Background: an optimization exercise with open tools, aiming at small area, a short achievable clock period and few clock cycles. Do not read the settings as production practice.
Function was checked by simulation only, so behaviour that the tests miss may differ from the original.
Power is estimated from default activity; no workload was simulated.

Design mips_mc_core, start of the top module:
module mips_mc_core #(
  parameter logic [31:0] RESET_PC = 32'h0000_3000,
  parameter int          ADDR_W   = 12
) (
  input  logic              clk,
  input  logic              reset,
  output logic              mem_req,
  output logic              mem_we,
  output logic [ADDR_W-1:0] mem_addr,
  output logic [31:0]       mem_wdata,
  input  logic [31:0]       mem_rdata,
  input  logic              mem_ack,
  output logic [31:0]       pc_o,
  output logic              retire,
  output logic              illegal
);
  localparam int AW = ADDR_W - 2;   
  logic [31:0]   pc_reg, ir_reg, a_reg, b_reg;
  logic          xv_reg, retire_reg, illegal_reg;
  logic [AW-1:0] addr_reg;
  logic          req_reg, we_reg, kill_reg;
  logic       c_sub, c_sum, c_and, c_or, c_slt, c_sll, c_link;
  logic       c_we, c_lwe, c_lw, c_sw, c_br, c_bne, c_jr, c_jmp, c_legal;
  logic [4:0] c_wa;
  logic [4:0]  shamt;
  logic [15:0] imm;
  assign shamt = ir_reg[10:6];
  assign imm   = ir_reg[15:0];
  logic [31:0] sum, alu_res, pc_plus4;
  logic        lt;
  assign sum      = a_reg + (b_reg ^ {32{c_sub}}) + {31'b0, c_sub};
  ...
==> flow/config.mk <==
export PLATFORM = sky130hd
export DESIGN_NAME = mips_mc_core
export DESIGN_NICKNAME = mips_mc_core
export VERILOG_FILES = /design/flow/design.v
export SDC_FILE = /design/flow/constraint.sdc
export NUM_CORES = 4
export LEC_CHECK = 0
export CAP_MARGIN = 20
export CELL_PAD_IN_SITES_DETAIL_PLACEMENT = 1
export CELL_PAD_IN_SITES_GLOBAL_PLACEMENT = 2
export CORE_MARGIN = 2
export CORE_UTILIZATION = 40
export GPL_ROUTABILITY_DRIVEN = 1
export SETUP_SLACK_MARGIN = 3.0
export SLEW_MARGIN = 20
==> flow/constraint.sdc <==
create_clock -name core_clock -period 8.0 [get_ports {clk}]
set_input_delay 1.6000 -clock core_clock [delete_from_list [all_inputs] [get_ports {clk}]]
set_output_delay 1.6000 -clock core_clock [all_outputs]
set_load 0.01 [all_outputs]
run.sh (not shown) runs the stock make flow with config.mk's settings and CLKGATE_MAP_FILE= SYNTH_SCRIPT=/design/flow/synth_recipe.tcl, a recipe that flattens the netlist after the stock synthesis.
Testbench counts at the start, summed over its fixed seeds: cycles 10,013.
Next try:
--- a/flow/config.mk
+++ b/flow/config.mk
@@ -12,4 +12,3 @@
 export CORE_UTILIZATION = 40
 export GPL_ROUTABILITY_DRIVEN = 1
-export SETUP_SLACK_MARGIN = 3.0
 export SLEW_MARGIN = 20
Effect: The changed run finished clean; global-route usage increases by 0.60 points; clock skew falls by 0.0059 ns; core utilization falls by 0.15 points; wire length grows by 1.1%; clock power increases by about 2%; sequential share of layout area came out higher by 0.16 points; power hardly moves; first-iteration DRC count goes up by 1.2%; fmax is lower by 20%.

========
Setup of job 5179:
mips_mc_core, a different RTL version from the one above (not shown whole).
Size in the first run: roughly 4,900 cells after synthesis, ~0.060 sq mm of cells after synthesis.
// mips_mc_core
module mips_mc_core #(
  parameter logic [31:0] RESET_PC = 32'h0000_3000,
  parameter int          ADDR_W   = 12
) (
  input  logic              clk,
  input  logic              reset,
  output logic              mem_req,
  output logic              mem_we,
  output logic [ADDR_W-1:0] mem_addr,
  output logic [31:0]       mem_wdata,
  input  logic [31:0]       mem_rdata,
  input  logic              mem_ack,
  output logic [31:0]       pc_o,
  output logic              retire,
  output logic              illegal
);
make LEC_CHECK=0 CAP_MARGIN=20 CELL_PAD_IN_SITES_DETAIL_PLACEMENT=1 CELL_PAD_IN_SITES_GLOBAL_PLACEMENT=2 CORE_MARGIN=2 CORE_UTILIZATION=40 GPL_ROUTABILITY_DRIVEN=1 SETUP_SLACK_MARGIN=4.0 SLEW_MARGIN=20 finish   # period 8.0 ns
Job 5179 completed end to end with timing, DRC and antenna clean.
Testbench counts of job 5179, summed over its fixed seeds: cycles 10,013.
Relative to job 5179, the following input files were edited for job 8444:
- a change of CORE_UTILIZATION from 40 to 55
Notes after the runs:
As the logs show, job 8444 stopped at global routing (5_1_grt) after a tool error, so it never reached the end of the flow. For total CTS buffers, dividing the value from job 8444 by the value from job 5179 gives 0.881. Comparing job 8444 against job 5179, there is no change at all in synthesized cell count. Number of instances resized during post-cts repair delta for job 8444 relative to job 5179: 2 lower.

========
mips_mc_core, a different RTL version from the one above (not shown whole).
Size in the first run: ~120 I/O pins.
Settings: LEC_CHECK=0, CAP_MARGIN=20, CELL_PAD_IN_SITES_DETAIL_PLACEMENT=1, CELL_PAD_IN_SITES_GLOBAL_PLACEMENT=2, CORE_MARGIN=2, CORE_UTILIZATION=40, GPL_ROUTABILITY_DRIVEN=1, SETUP_SLACK_MARGIN=4.0, SLEW_MARGIN=20; clock period 8.0 ns.
standard.sh (not shown) runs the stock make flow with config.mk's settings and CLKGATE_MAP_FILE= SYNTH_SCRIPT=/design/flow/synth_recipe.tcl, a recipe that flattens the netlist after the stock synthesis.
==> flow/flow/run.sh <==
#!/bin/bash
# Own layout flow: the standard ORFS flow (standard.sh, unchanged
# synthesis, floorplan, power grid and taps), with two make settings:
#  - the port buffers are buf_4 cells rather than the flow's default pick;
#  - timing repair may resize a cell to one of another footprint.
set -euo pipefail
here=$(pwd)
bash "$here/standard.sh" \
  "BUFFER_PORTS_ARGS=-buffer_cell sky130_fd_sc_hd__buf_4" \
  MATCH_CELL_FOOTPRINT=0 \
  finish > "$here/standard.log" 2>&1
Testbench counts at the start, summed over its fixed seeds: cycles 10,011.
Rerun with:
--- a/flow/config.mk
+++ b/flow/config.mk
@@ -8,7 +8,10 @@
 export CAP_MARGIN = 20
-export CELL_PAD_IN_SITES_DETAIL_PLACEMENT = 1
-export CELL_PAD_IN_SITES_GLOBAL_PLACEMENT = 2
+export CELL_PAD_IN_SITES_DETAIL_PLACEMENT = 0
+export CELL_PAD_IN_SITES_GLOBAL_PLACEMENT = 1
 export CORE_MARGIN = 2
-export CORE_UTILIZATION = 40
+export CORE_UTILIZATION = 48
+export CTS_CLUSTER_DIAMETER = 60
+export CTS_CLUSTER_SIZE = 26
 export GPL_ROUTABILITY_DRIVEN = 1
+export PLACE_DENSITY = 0.7
 export SETUP_SLACK_MARGIN = 4.0
- power shrinks by 5.7%
- synthesized cell count does not change
- routed wire length decreases by 13%
- synthesized area does not change
- utilization increases by 7.7 points
Rerun with:
==> flow/run.sh (new file) <==
#!/bin/bash
# synth_recipe.tcl (not shown) runs the flow's synth.tcl, then flattens the netlist and writes it again
# the make line also repeats each setting of config.mk as NAME=value (left out here)
make -C /OpenROAD-flow-scripts/flow DESIGN_CONFIG=/design/flow/config.mk WORK_HOME=/design/flow/orfs CLKGATE_MAP_FILE= SYNTH_SCRIPT=/design/flow/synth_recipe.tcl finish
==> flow/config.mk (replaced) <==
export PLATFORM = sky130hd
export DESIGN_NAME = mips_mc_core
export DESIGN_NICKNAME = mips_mc_core
export VERILOG_FILES = /design/flow/design.v
export SDC_FILE = /design/flow/constraint.sdc
export NUM_CORES = 4
export LEC_CHECK = 0
export CAP_MARGIN = 20
export CELL_PAD_IN_SITES_DETAIL_PLACEMENT = 1
export CELL_PAD_IN_SITES_GLOBAL_PLACEMENT = 2
export CORE_MARGIN = 2
export CORE_UTILIZATION = 40
export GPL_ROUTABILITY_DRIVEN = 1
export SETUP_SLACK_MARGIN = 4.0
export SLEW_MARGIN = 20
removed: flow/flow/run.sh
removed: flow/standard.sh
Result: Power goes up by 5.9%. Critical path depth drops by 1. Cell count climbs by 7.0%. First-iteration DRC count decreases by 23%. Flip-flop and latch count is unchanged.
Rerun with:
--- a/flow/config.mk
+++ b/flow/config.mk
@@ -11,5 +11,7 @@
 export CORE_MARGIN = 2
-export CORE_UTILIZATION = 40
+export CORE_UTILIZATION = 45
+export CTS_CLUSTER_DIAMETER = 60
+export CTS_CLUSTER_SIZE = 26
 export GPL_ROUTABILITY_DRIVEN = 1
-export SETUP_SLACK_MARGIN = 4.0
+export SETUP_SLACK_MARGIN = 4.2
 export SLEW_MARGIN = 20
Effect: Core utilization increases by 6.7 points; synthesized cell count does not change; total power is lower by 2.0%; sequential share of layout area shrinks by 0.63 points; final area went up by 1.3%; setup slack improved by 0.091 ns; area after synthesis does not change.
Rerun with:
--- a/flow/config.mk
+++ b/flow/config.mk
@@ -15,3 +15,3 @@
 export GPL_ROUTABILITY_DRIVEN = 1
-export SETUP_SLACK_MARGIN = 4.2
+export SETUP_SLACK_MARGIN = 4.0
 export SLEW_MARGIN = 20
What happened:
- The changed run ran to the end with no violations
- non-clock buffer count is lower by 64
- fmax decreases by 4.0%
- global-route usage falls by 0.79 points
- synthesized area is unchanged
- wire length goes down by 2.3%
- die area is unchanged
- flip-flop and latch count does not change
- worst setup slack got worse by 0.16 ns
- first-iteration DRC count fell by 5.7%
Rerun with:
==> flow/flow/run.sh (new file) <==
#!/bin/bash
# Own layout flow: the standard ORFS flow (standard.sh, unchanged
# synthesis, floorplan, power grid and taps), with two make settings:
#  - the port buffers are buf_4 cells rather than the flow's default pick;
#  - timing repair may resize a cell to one of another footprint.
set -euo pipefail
here=$(pwd)
bash "$here/standard.sh" \
  "BUFFER_PORTS_ARGS=-buffer_cell sky130_fd_sc_hd__buf_4" \
  MATCH_CELL_FOOTPRINT=0 \
  finish > "$here/standard.log" 2>&1
==> flow/standard.sh (new file) <==
#!/bin/bash
# synth_recipe.tcl (not shown) runs the flow's synth.tcl, then flattens the netlist and writes it again
# the make line also repeats each setting of config.mk as NAME=value (left out here)
make -C /OpenROAD-flow-scripts/flow DESIGN_CONFIG=/design/flow/config.mk WORK_HOME=/design/flow/orfs CLKGATE_MAP_FILE= SYNTH_SCRIPT=/design/flow/synth_recipe.tcl "${@:-finish}"
removed: flow/run.sh
What happened: The changed run went through all stages and came out clean; sequential power stays flat; combinational power came out lower by about 1%; clock skew came out lower by 0.0045 ns; hold slack is worse by 0.0096 ns; core utilization came out lower by 0.61 points; total power hardly moves; synthesized cell count does not change.

==> what the ideal ports hide <==
No port has a modelled driver above. Below, the same layouts with a new extraction and two added sets of constraints.
Step 1 assumes that a clkbuf_16 drives the clock port and a buf_2 every other input.
Step 2 also shifts input and output timing later by t, the mid clock arrival at the registers, as if the neighbouring blocks saw the same clock.
Three values: ideal ports, drivers, drivers and shift; two values: the first two.
run | t (ns) | setup slack, ns | worst hold slack (ns) | latest minus earliest clock arrival (ns) | worst register clock-pin slew, ns
the first run of note 1 | 0.891 | 2.937 / 3.007 / 2.116 | 0.502 / 0.502 / 0.502 | 0.044 / 0.045 | 0.08 / 0.08
the second run of note 1 | 0.889 | 1.657 / 1.717 / 0.827 | 0.518 / 0.518 / 0.518 | 0.049 / 0.049 | 0.07 / 0.07
job 5179 | 0.873 | 3.450 / 3.318 / 2.445 | 0.500 / 0.500 / 0.500 | 0.060 / 0.060 | 0.07 / 0.07
the first run of note 3 | 0.889 | 3.896 / 3.950 / 3.060 | 0.481 / 0.481 / 0.481 | 0.078 / 0.077 | 0.07 / 0.07
the second run of note 3 | 0.831 | 3.606 / 3.594 / 2.763 | 0.483 / 0.483 / 0.483 | 0.052 / 0.051 | 0.10 / 0.10
the third run of note 3 | 0.869 | 3.925 / 3.891 / 3.023 | 0.467 / 0.467 / 0.467 | 0.065 / 0.065 | 0.07 / 0.07
the fourth run of note 3 | 0.849 | 4.015 / 4.020 / 3.171 | 0.480 / 0.480 / 0.480 | 0.096 / 0.096 | 0.10 / 0.10
the fifth run of note 3 | 0.850 | 3.851 / 3.917 / 3.068 | 0.482 / 0.482 / 0.482 | 0.095 / 0.095 | 0.10 / 0.10
the sixth run of note 3 | 0.861 | 3.784 / 3.832 / 2.971 | 0.472 / 0.472 / 0.472 | 0.088 / 0.088 | 0.10 / 0.10
After both steps setup and hold are still met in every run listed. The setup slack of job 5179, which loses most, moves by -0.132 ns with the drivers and by -1.005 ns with both steps.
